Background: an optimization exercise with open tools, aiming at small area, a short achievable clock period and few clock cycles. Do not read the settings as production practice.
At most, simulation tests tie the RTL to the original design; equivalence was not proved.
Power figures rest on the tool's default switching activity, not on a simulated workload.

## stereo_rms_level_smoother
module stereo_rms_level_smoother (
  input  wire logic                 clk,
  input  wire logic                 rst_n,
  input  wire logic                 in_valid,
  output logic                      in_stall,
  input  wire logic signed [15:0]   in_left_sample,
  input  wire logic signed [15:0]   in_right_sample,
  input  wire logic                 in_last_frame,
  output logic                      out_valid,
  input  wire logic                 out_stall,
  output logic [14:0]               out_rms_level,
  output logic [14:0]               out_smoothed_level,
  output logic [11:0]               out_radius,
  input  wire logic                 cfg_we,
  input  wire logic [2:0]           cfg_index,
  input  wire logic [15:0]          cfg_wdata
);
  logic [15:0] cfg_w;
  logic [14:0] cfg_th, cfg_d;
  logic [11:0] cfg_lo, cfg_hi;
  always_ff @(posedge clk) begin
    if (!rst_n) begin
      cfg_w  <= srls_pkg::RST_SMOOTHING_WEIGHT;
      cfg_th <= srls_pkg::RST_LEVEL_THRESHOLD;
      cfg_d  <= srls_pkg::RST_MAP_INPUT_SPAN;
      cfg_lo <= srls_pkg::RST_OUTPUT_LOW;
      cfg_hi <= srls_pkg::RST_OUTPUT_HIGH;
    end else if (cfg_we) begin
      case (cfg_index)
        3'd0: cfg_w  <= cfg_wdata;
        3'd1: cfg_th <= cfg_wdata[14:0];
        3'd2: cfg_d  <= (cfg_wdata[14:0] == 15'd0) ? 15'd1 : cfg_wdata[14:0];
        3'd3: cfg_lo <= cfg_wdata[11:0];
        3'd4: cfg_hi <= cfg_wdata[11:0];
        default: ;
      endcase
    end
  end
  logic [15:0] lm_r, rm_r;
  logic        v_r, en_r, last_r;
  logic        closed_r, closed_n, stall_r;
  logic        a_ready, a_ready_n, a_ready2_n;
  logic        take, en_next, closing;
  logic [37:0] sum_r, carry_r, acc_s, acc_c, sum_s, sum_c, total;
  logic [8:0]  n_r, n_add;
  logic        handoff, clr_r, accept_r, stall_n;
  assign closing  = v_r && last_r;
  assign handoff  = closed_r && a_ready;
  assign in_stall = stall_r;
  ...
Size: roughly 420 flip-flops, ~32000 um^2 of cells after synthesis.
make LEC_CHECK=0 CAP_MARGIN=50 CORE_MARGIN=2 CORE_UTILIZATION=40 SLEW_MARGIN=50 finish   # period 12.0 ns
run.sh (not shown) runs the stock make flow with config.mk's settings and CLKGATE_MAP_FILE= SYNTH_SCRIPT=/design/flow/synth_recipe.tcl, a recipe that flattens the netlist after the stock synthesis.
Next try:
--- a/flow/config.mk
+++ b/flow/config.mk
@@ -7,5 +7,5 @@
 export LEC_CHECK = 0
-export CAP_MARGIN = 50
+export CAP_MARGIN = 60
 export CORE_MARGIN = 2
 export CORE_UTILIZATION = 40
-export SLEW_MARGIN = 50
+export SLEW_MARGIN = 60
After rerunning:
- via count fell slightly
- fmax hardly moves
- routed wire length rose slightly
- total power rose slightly
- die area stays the same
- non-clock buffer count rose by 3
Function was not checked in any run of this note: the RTL went through the layout flow alone.

Setup of run A:
Another version of the RTL of stereo_rms_level_smoother (not shown whole).
Size in the first run: roughly 3500 cells after synthesis, ~100 I/O pins.
Settings: LEC_CHECK=0, CAP_MARGIN=20, CORE_MARGIN=2, CORE_UTILIZATION=60, SLEW_MARGIN=20; clock period 12.0 ns.
Testbench counts of run A, summed over its fixed seeds: cycles 6,944.
[inputs] run B vs run A
- CORE_UTILIZATION changed from 60 to 40
- SLEW_MARGIN changed from 20 to 85
- CAP_MARGIN changed from 20 to 85
==> summary.txt <==
- Run B finished every stage and its layout cleared the timing, DRC and antenna checks.
- Sort run A and run B by routed length on met1 desc -> top: run B
- What run B reported for final standard cell area without fillers has to be multiplied by 0.895 to get the figure for run A.
- Delta (run B minus run A): count of clock-buffer cells in the layout moved up; met2 demand-to-capacity share in global routing decreased by 19 points relative to the old numbers; register area shows an increase of 2.3%; worst-case setup margin in the final layout went down 3.01 ns.
Relative to run B, the following input files were edited for run C:
- changing CAP_MARGIN from 85 to 20
- changing SLEW_MARGIN from 85 to 20
==> comparison <==
Launching instance or port of the critical path = u_level.dr[9]$_SDFFE_PP0P_: run B; launching instance or port of the critical path = u_map.pr[1]$_DFFE_PP_: run C. Compared with run B, run C shows layout overhead on the synthesized area lower by 11 points. In the flow results for run B and run C, the share of the final layout cell area in sequential cells is smaller on run B. The combined buffer and inverter count along the critical path in run C sits 12 below the value recorded for run B. Wire length is lower on run C. In the reports for run B and run C, the smaller worst clock skew on the final layout belongs to run B. Measured against each other, run B and run C differ in overall routing resource usage, the lower figure coming from run C.
### run C -> run D
- swapping 20 for 60 in CAP_MARGIN
- swapping 20 for 60 in SLEW_MARGIN
## What came out
Per the comparison of run D with run C, global-route usage saw little to no change; critical path depth saw a decrease; final critical path time including I/O delays and setup saw a decrease; sequential cell area saw an increase; footprint of the multi-input gates saw little to no change. Delta(switching share of total power, run D - run C) < 0. The final reports for run D and run C show clock skew lower in the former. Looking at total power across run D and run C, the one that comes out higher is run C. | portion of total power attributed to the clock network | lower: run D |. Run D: final-layout clock buffer total higher than run C. ~same final cell count without fillers in run D and run C.

==> afterwards: timing with drivers on the ports <==
No port has a modelled driver above. Below, the same layouts with a new extraction and two added sets of constraints.
Step 1, drivers: a clkbuf_16 drives clk and a buf_2 each remaining input, both assumed.
Step 2, shift: input delay + t, output delay - t, t = (earliest + latest rising clock arrival at the registers) / 2. This alone moves slack from input paths to output paths.
Three values: no drivers, after step 1, after step 2; two values: the first two.
run	t, ns	slack for setup (ns)	worst setup path at the end
the first run of note 1	0.645	7.747 / 7.747 / 7.222	input to register
the second run of note 1	0.651	7.756 / 7.756 / 7.202	input to register
run A	0.651	7.535 / 7.535 / 7.105	input to register
run B	0.645	4.524 / 4.524 / 4.524	register to register
run C	0.664	7.709 / 7.709 / 7.407	input to register
run D	0.649	7.863 / 7.803 / 7.403	input to register
After both steps every run listed still meets setup and hold. The setup slack of the second run of note 1, which loses most, moves by 0.000 ns with the drivers and by -0.554 ns with both steps.
